From an optimization exercise on the open Yosys and OpenROAD flow, aimed at small area, a short achievable clock period and few clock cycles per item; shortcuts taken in it are not production practice. The RTL was checked by simulation tests, not by an equivalence proof against the original design. Power figures rest on the tool's default switching activity, not on a simulated workload. No driver is modelled on the clock port, so clocking that relies on it looks cheaper here than on a real chip.

Setup of run A:
## upscale2x_top
module upscale2x_top (
    input  logic        i_clk,
    input  logic        i_rst_n,
    input  logic        i_cfg_we,
    input  logic [0:0]  i_cfg_idx,
    input  logic [10:0] i_cfg_data,
    input  logic        i_pix_valid,
    output logic        o_pix_ready,
    input  logic [7:0]  i_pix_data,
    output logic        o_res_valid,
    input  logic        i_res_ready,
    output logic [10:0] o_res_row,
    output logic [10:0] o_res_col,
    output logic [7:0]  o_res_pixel,
    output logic        o_res_run_last,
    output logic        o_res_frame_end
);
For scale: roughly 3,600 cells after synthesis, about 2,300 flip-flops.
Settings: LEC_CHECK=0, CAP_MARGIN=20, CORE_MARGIN=2, CORE_UTILIZATION=65, CTS_BUF_LIST=sky130_fd_sc_hd__clkbuf_16, CTS_CLUSTER_DIAMETER=60, CTS_CLUSTER_SIZE=25, PLACE_DENSITY=0.75, SETUP_SLACK_MARGIN=3.7, SLEW_MARGIN=20; clock period 6.0 ns.
standard.sh (not shown) runs the stock make flow with config.mk's settings and CLKGATE_MAP_FILE= SYNTH_SCRIPT=/design/flow/synth_recipe.tcl, a recipe that flattens the netlist after the stock synthesis.
==> flow/flow/run.sh <==
#!/bin/bash
# The standard layout, with clock tree synthesis told not to add dummy loads
export CTS_ARGS="-sink_clustering_enable -repair_clock_nets -sink_clustering_size 30 -sink_clustering_max_diameter 70 -buf_list sky130_fd_sc_hd__clkbuf_16 -dont_use_dummy_load"
bash standard.sh > standard.log 2>&1
Run A | stages: all done | timing, DRC, antenna: all pass
Testbench counts of run A, summed over its fixed seeds: cycles 177,538, items 176,616.
Relative to run A, the following input files were edited for run B:
# run A
export LEC_CHECK = 0
export CAP_MARGIN = 20
export CORE_MARGIN = 2
export CORE_UTILIZATION = 65
export CTS_BUF_LIST = sky130_fd_sc_hd__clkbuf_16
export CTS_CLUSTER_DIAMETER = 60
export CTS_CLUSTER_SIZE = 25
export PLACE_DENSITY = 0.75
export SETUP_SLACK_MARGIN = 3.7
export SLEW_MARGIN = 20
create_clock -name core_clock -period 6.0 [get_ports {i_clk}]
# run B
export LEC_CHECK = 0
export CAP_MARGIN = 20
export CORE_MARGIN = 2
export CORE_UTILIZATION = 65
export CTS_BUF_LIST = sky130_fd_sc_hd__clkbuf_16
export CTS_CLUSTER_DIAMETER = 60
export CTS_CLUSTER_SIZE = 25
export PLACE_DENSITY = 0.75
export SETUP_SLACK_MARGIN = 4.0
export SLEW_MARGIN = 20
create_clock -name core_clock -period 6.0 [get_ports {i_clk}]
==> flow/run.sh (new file) <==
#!/bin/bash
# synth_recipe.tcl (not shown) runs the flow's synth.tcl, then flattens the netlist and writes it again
# the make line also repeats each setting of config.mk as NAME=value (left out here)
make -C /OpenROAD-flow-scripts/flow DESIGN_CONFIG=/design/flow/config.mk WORK_HOME=/design/flow/orfs CLKGATE_MAP_FILE= SYNTH_SCRIPT=/design/flow/synth_recipe.tcl finish
removed: flow/flow/run.sh
removed: flow/standard.sh
## What came out
- Compare run B and run A | share of final layout cell area taken by clock buffers and inverters lower: run A
- Run A → run B: total power draw went up by 0.0024 W, via count climbed 2,311, global routing usage on met3 rose by 0.58 points.
- Of run B and run A, it is run B that has the higher final area.
- Measured against each other, run B and run A differ in final critical-path required period, the lower figure coming from run A.
- Per the comparison of run B with run A, post-route core utilization climbed 4.5 points, largest voltage drop on the vdd net decreased by about 18% relative to the old numbers, multi-input combinational area share rose 0.62 points, global-route usage picked up an extra 4.3 points.
Here is what was changed in the inputs of run C compared with run B.
# run B
export LEC_CHECK = 0
export CAP_MARGIN = 20
export CORE_MARGIN = 2
export CORE_UTILIZATION = 65
export CTS_BUF_LIST = sky130_fd_sc_hd__clkbuf_16
export CTS_CLUSTER_DIAMETER = 60
export CTS_CLUSTER_SIZE = 25
export PLACE_DENSITY = 0.75
export SETUP_SLACK_MARGIN = 4.0
export SLEW_MARGIN = 20
create_clock -name core_clock -period 6.0 [get_ports {i_clk}]
# run C
export LEC_CHECK = 0
export CAP_MARGIN = 20
export CORE_MARGIN = 2
export CORE_UTILIZATION = 65
export CTS_BUF_LIST = sky130_fd_sc_hd__clkbuf_16
export CTS_CLUSTER_DIAMETER = 60
export CTS_CLUSTER_SIZE = 25
export PLACE_DENSITY = 0.75
export SETUP_SLACK_MARGIN = 3.7
export SLEW_MARGIN = 20
create_clock -name core_clock -period 6.0 [get_ports {i_clk}]
[summary]
Run C: routability congestion estimate from global placement is about 3.5% lower than what run B reported.
From run B to run C the numbers moved as follows: post-route clock skew fell 47 ps, final non-filler cell total fell 131, combinational cell fraction of total power fell 2.7 points, share of final layout cell area taken by non-clock buffers fell 2.6 points, maximum frequency rose 1.9%.
Looking at summed area of non-filler cells in the final layout, run C sits 4.1% lower than run B does.
On area growth from synthesis to layout, the higher figure sits with run B, not run C.
Clock-buffer cell count grows by a few percent when moving from run B to run C.
Headroom to the max-slew limit was lower in the run labelled run C.
On setup slack of the critical path after layout, run C does better than run B.
#### Input delta (run D over run C)
# run C
export LEC_CHECK = 0
export CAP_MARGIN = 20
export CORE_MARGIN = 2
export CORE_UTILIZATION = 65
export CTS_BUF_LIST = sky130_fd_sc_hd__clkbuf_16
export CTS_CLUSTER_DIAMETER = 60
export CTS_CLUSTER_SIZE = 25
export PLACE_DENSITY = 0.75
export SETUP_SLACK_MARGIN = 3.7
export SLEW_MARGIN = 20
create_clock -name core_clock -period 6.0 [get_ports {i_clk}]
# run D
export LEC_CHECK = 0
export CAP_MARGIN = 20
export CORE_MARGIN = 2
export CORE_UTILIZATION = 65
export CTS_BUF_LIST = sky130_fd_sc_hd__clkbuf_16
export CTS_CLUSTER_DIAMETER = 70
export CTS_CLUSTER_SIZE = 30
export PLACE_DENSITY = 0.75
export SETUP_SLACK_MARGIN = 3.7
export SLEW_MARGIN = 20
create_clock -name core_clock -period 6.0 [get_ports {i_clk}]
==> flow/flow/run.sh (new file) <==
#!/bin/bash
# The standard layout, with clock tree synthesis told not to add dummy loads
export CTS_ARGS="-sink_clustering_enable -repair_clock_nets -sink_clustering_size 30 -sink_clustering_max_diameter 70 -buf_list sky130_fd_sc_hd__clkbuf_16 -dont_use_dummy_load"
bash standard.sh > standard.log 2>&1
==> flow/standard.sh (new file) <==
#!/bin/bash
# synth_recipe.tcl (not shown) runs the flow's synth.tcl, then flattens the netlist and writes it again
# the make line also repeats each setting of config.mk as NAME=value (left out here)
make -C /OpenROAD-flow-scripts/flow DESIGN_CONFIG=/design/flow/config.mk WORK_HOME=/design/flow/orfs CLKGATE_MAP_FILE= SYNTH_SCRIPT=/design/flow/synth_recipe.tcl "${@:-finish}"
removed: flow/run.sh
## What came out
Reported for run D and run C, number of sequential cells turned out identical to the last digit. Run D vs. run C: maximum clock skew at final layout has increased; hold slack has decreased. Compared to run C, run D has worst max-slew margin expressed relative to the limit 1.9 points higher. Density: run D sparser than run C. The lower part of the power in the clock network came out of run D. Run C -> run D: design area decreased slightly. Diff run C -> run D | ratio of final minimum period to clock period | decrease of 0.68 points. Run D -> run C: synthesized-area fraction occupied by ao, oa, aoi and oai cells delta 0, exact match. | total power | run D vs run C | about 6% lower |. Power drawn by the sequential cells: run D vs run C, no meaningful difference.

========
v6:
upscale2x_top, a different RTL version from the one above (not shown whole).
Size: ~57000 um^2 of cells after synthesis.
Settings: LEC_CHECK=0, CAP_MARGIN=20, CORE_MARGIN=2, CORE_UTILIZATION=50, CTS_BUF_LIST=sky130_fd_sc_hd__clkbuf_16, CTS_CLUSTER_DIAMETER=60, CTS_CLUSTER_SIZE=25, PLACE_DENSITY=0.6, SETUP_SLACK_MARGIN=3.4, SLEW_MARGIN=20; clock period 6.0 ns.
run.sh (not shown) runs the stock make flow with config.mk's settings and CLKGATE_MAP_FILE= SYNTH_SCRIPT=/design/flow/synth_recipe.tcl, a recipe that flattens the netlist after the stock synthesis.
Stock flow here: none of the scripts above is used.
Testbench counts of v6, summed over its fixed seeds: cycles 177,538, items 176,616.
diff inputs: v6 => v7
-- flow/config.mk --
<<< v6, line 9
export CORE_MARGIN = 2
export CORE_UTILIZATION = 50
export CTS_BUF_LIST = sky130_fd_sc_hd__clkbuf_16
>>> v7, line 9
export CORE_MARGIN = 2
export CORE_UTILIZATION = 65
export CTS_BUF_LIST = sky130_fd_sc_hd__clkbuf_16
<<< v6, line 13
export CTS_CLUSTER_SIZE = 25
export PLACE_DENSITY = 0.6
export SETUP_SLACK_MARGIN = 3.4
>>> v7, line 13
export CTS_CLUSTER_SIZE = 25
export PLACE_DENSITY = 0.75
export SETUP_SLACK_MARGIN = 3.4
Notes after the runs:
The maximum clock frequency of v7 is lower than that of v6. Measured against each other, v6 and v7 differ in non-clock buffer count, the higher figure coming from v6. u_core.r_sel_lo[2]$_SDFF_PN0_ as the source of the critical timing path was reported by v7, and u_core.r_sel_lo[3]$_SDFF_PN0_ by v6. Compared with v6, v7 shows power that has gone down by a few percent. From v6 to v7 the numbers moved as follows: number of multi-input combinational cells in the layout shows no meaningful change; shortest period the worst path allows shows an increase of 0.070 ns; final non-filler cell area shows a reduction of about 2%.

========
rev 12:
upscale2x_top with an RTL version that a note above also has.
Size: ~3600 cells after synthesis, roughly 2300 flip-flops, about 59 I/O pins, ~0.057 mm^2 of cells after synthesis.
Settings: LEC_CHECK=0, CAP_MARGIN=20, CORE_MARGIN=2, CORE_UTILIZATION=65, CTS_BUF_LIST=sky130_fd_sc_hd__clkbuf_16, CTS_CLUSTER_DIAMETER=60, CTS_CLUSTER_SIZE=25, PLACE_DENSITY=0.75, SETUP_SLACK_MARGIN=3.7, SLEW_MARGIN=20; clock period 6.0 ns.
standard.sh (not shown) runs the stock make flow with config.mk's settings and CLKGATE_MAP_FILE= SYNTH_SCRIPT=/design/flow/synth_recipe.tcl, a recipe that flattens the netlist after the stock synthesis.
==> flow/flow/run.sh <==
#!/bin/bash
# The standard layout, with clock tree synthesis told not to add dummy loads
export CTS_ARGS="-sink_clustering_enable -repair_clock_nets -sink_clustering_size 25 -sink_clustering_max_diameter 60 -buf_list sky130_fd_sc_hd__clkbuf_16 -dont_use_dummy_load"
bash standard.sh > standard.log 2>&1
Testbench counts of rev 12, summed over its fixed seeds: cycles 177,538, items 176,616.
The inputs of rev 13 differ from those of rev 12 as listed below.
- CTS_CLUSTER_SIZE: 25 -> 30
- CTS_CLUSTER_DIAMETER: 60 -> 70
==> flow/flow/run.sh <==
#!/bin/bash
# The standard layout, with clock tree synthesis told not to add dummy loads
export CTS_ARGS="-sink_clustering_enable -repair_clock_nets -sink_clustering_size 30 -sink_clustering_max_diameter 70 -buf_list sky130_fd_sc_hd__clkbuf_16 -dont_use_dummy_load"
bash standard.sh MATCH_CELL_FOOTPRINT=0 finish > standard.log 2>&1
Notes after the runs:
Between rev 13 and rev 12, it is rev 13 whose number of fillers in the final layout is higher, by 121. STATUS setup slack: rev 13 loses against rev 12. On rev 13: total net switching power is 2.3% lower than what rev 12 gave. Rev 13 packs its core looser than rev 12. From rev 12 to rev 13 the numbers moved as follows: first-iteration DRC count fell by 91; worst hold-check slack rose 0.0086 ns.

========
## garnet
upscale2x_top again, from the RTL that the note above started with.
// upscale2x_top
module upscale2x_top (
    input  logic        i_clk,
    input  logic        i_rst_n,
    input  logic        i_cfg_we,
    input  logic [0:0]  i_cfg_idx,
    input  logic [10:0] i_cfg_data,
    input  logic        i_pix_valid,
    output logic        o_pix_ready,
    input  logic [7:0]  i_pix_data,
    output logic        o_res_valid,
    input  logic        i_res_ready,
    output logic [10:0] o_res_row,
    output logic [10:0] o_res_col,
    output logic [7:0]  o_res_pixel,
    output logic        o_res_run_last,
    output logic        o_res_frame_end
);
==> flow/config.mk <==
export PLATFORM = sky130hd
export DESIGN_NAME = upscale2x_top
export DESIGN_NICKNAME = upscale2x_top
export VERILOG_FILES = /design/flow/design.v
export SDC_FILE = /design/flow/constraint.sdc
export NUM_CORES = 4
export LEC_CHECK = 0
export CAP_MARGIN = 20
export CORE_MARGIN = 2
export CORE_UTILIZATION = 65
export CTS_BUF_LIST = sky130_fd_sc_hd__clkbuf_16
export CTS_CLUSTER_DIAMETER = 60
export CTS_CLUSTER_SIZE = 25
export PLACE_DENSITY = 0.75
export SETUP_SLACK_MARGIN = 3.6
export SLEW_MARGIN = 20
==> flow/constraint.sdc <==
create_clock -name core_clock -period 6.0 [get_ports {i_clk}]
set_input_delay 1.2000 -clock core_clock [delete_from_list [all_inputs] [get_ports {i_clk}]]
set_output_delay 1.2000 -clock core_clock [all_outputs]
set_load 0.01 [all_outputs]
==> flow/flow/run.sh <==
#!/bin/bash
# The standard layout, with clock tree synthesis told not to add dummy loads
export CTS_ARGS="-sink_clustering_enable -repair_clock_nets -sink_clustering_size 30 -sink_clustering_max_diameter 70 -buf_list sky130_fd_sc_hd__clkbuf_16 -dont_use_dummy_load"
bash standard.sh > standard.log 2>&1
Testbench counts of garnet, summed over its fixed seeds: cycles 177,538, items 176,616.
### garnet -> yarrow
- PLACE_DENSITY: 0.75 -> 0.7
- CTS_CLUSTER_DIAMETER: 60 -> 70
- CTS_CLUSTER_SIZE: 25 -> 30
- CORE_UTILIZATION: 65 -> 60
- SETUP_SLACK_MARGIN: 3.6 -> 3.7
==> comparison <==
Taking garnet as the reference, in yarrow number of cells in the finished layout apart from fillers rose 2.6%, non-clock buffer count rose 25, number of vias per cell fell 2.3%.
Die: yarrow bigger than garnet
Cmp yarrow vs garnet: overall track demand over capacity in global routing lower in yarrow
Clock transition at the registers of the reported paths across yarrow and garnet: no real change.
yarrow finished all stages; the layout is clean.
Going from garnet to yarrow, utilization after layout has decreased, worst setup slack after layout moved down.
#### Input delta (nickel over yarrow)
- swapping 70 for 60 in CTS_CLUSTER_DIAMETER
- swapping 60 for 75 in CORE_UTILIZATION
- swapping 30 for 25 in CTS_CLUSTER_SIZE
- swapping 0.7 for 0.85 in PLACE_DENSITY
==> flow/flow/run.sh <==
#!/bin/bash
# The standard layout, with clock tree synthesis told not to add dummy loads
export CTS_ARGS="-sink_clustering_enable -repair_clock_nets -sink_clustering_size 25 -sink_clustering_max_diameter 60 -buf_list sky130_fd_sc_hd__clkbuf_16 -dont_use_dummy_load"
bash standard.sh > standard.log 2>&1
### Flow results
Diff yarrow and nickel: wire length lower in yarrow
Changes observed in nickel relative to yarrow: post-route core utilization now larger; register bit count reported by yosys comparable.
nickel ends up with higher met2 track demand over resource in global routing than yarrow does.
Cell count after synthesis: yarrow vs nickel identical
Delta (nickel minus yarrow): design area went up 590 sq um, global-route total usage across every layer saw an increase.
## Diff of input files: juniper against nickel
- CORE_UTILIZATION changed from 75 to 65
- SETUP_SLACK_MARGIN changed from 3.7 to 3.4
- PLACE_DENSITY changed from 0.85 to 0.75
==> flow/run.sh (new file) <==
#!/bin/bash
# synth_recipe.tcl (not shown) runs the flow's synth.tcl, then flattens the netlist and writes it again
# the make line also repeats each setting of config.mk as NAME=value (left out here)
make -C /OpenROAD-flow-scripts/flow DESIGN_CONFIG=/design/flow/config.mk WORK_HOME=/design/flow/orfs CLKGATE_MAP_FILE= SYNTH_SCRIPT=/design/flow/synth_recipe.tcl finish
removed: flow/flow/run.sh
removed: flow/standard.sh
Notes after the runs:
- The sequential share of layout area of juniper and that of nickel are within noise of each other.
- Cell count after placement is higher on juniper
- Diff juniper..nickel | sequential cell count of the final layout | unchanged
- Final cell count was lower in nickel than in juniper.
- Comparing nickel with juniper, the share of synthesized area spent on multiplexers came out essentially unchanged.
- Comparing the two runs side by side, juniper comes out behind nickel on tightest slew margin relative to the limit.
- Weighted congestion at the end of routability-driven global placement down about 3% in juniper wrt nickel

port drivers added, routing unchanged:
No port has a modelled driver above. Below, the same layouts with a new extraction and two added sets of constraints. Step 1 (the two cells are an assumption about what drives the block):
set clk [get_ports {i_clk}]
set_driving_cell -lib_cell sky130_fd_sc_hd__clkbuf_16 $clk
set_driving_cell -lib_cell sky130_fd_sc_hd__buf_2 [delete_from_list [all_inputs] $clk]
Step 2, shift: input delay + t, output delay - t, t = (earliest + latest rising clock arrival at the registers) / 2. This alone moves slack from input paths to output paths. Slacks: no drivers / after step 1 / after step 2; pairs: no drivers / after step 1.
| run | shift t [ns] | setup slack, ns | latest minus earliest clock arrival (ns) |
|---|---|---|---|
| run A | 0.703 | 3.608 / 3.546 / 2.994 | 0.081 / 0.081 |
| run B | 0.774 | 3.521 / 3.450 / 2.984 | 0.071 / 0.070 |
| run C | 0.749 | 3.568 / 3.504 / 2.983 | 0.024 / 0.024 |
| run D | 0.703 | 3.608 / 3.546 / 2.994 | 0.081 / 0.081 |
| v6 | 0.771 | 3.374 / 3.374 / 2.683 | 0.034 / 0.034 |
| v7 | 0.746 | 3.304 / 3.304 / 2.708 | 0.027 / 0.026 |
| rev 12 | 0.713 | 3.617 / 3.555 / 2.982 | 0.082 / 0.081 |
| rev 13 | 0.703 | 3.603 / 3.540 / 2.939 | 0.069 / 0.069 |
| garnet | 0.705 | 3.607 / 3.544 / 2.941 | 0.077 / 0.077 |
| yarrow | 0.717 | 3.600 / 3.534 / 2.980 | 0.077 / 0.076 |
| nickel | 0.737 | 3.575 / 3.504 / 2.878 | 0.099 / 0.099 |
| juniper | 0.764 | 3.439 / 3.386 / 2.745 | 0.039 / 0.039 |
After both steps every run listed still meets setup and hold. The setup slack of nickel, which loses most, moves by -0.071 ns with the drivers and by -0.697 ns with both steps.
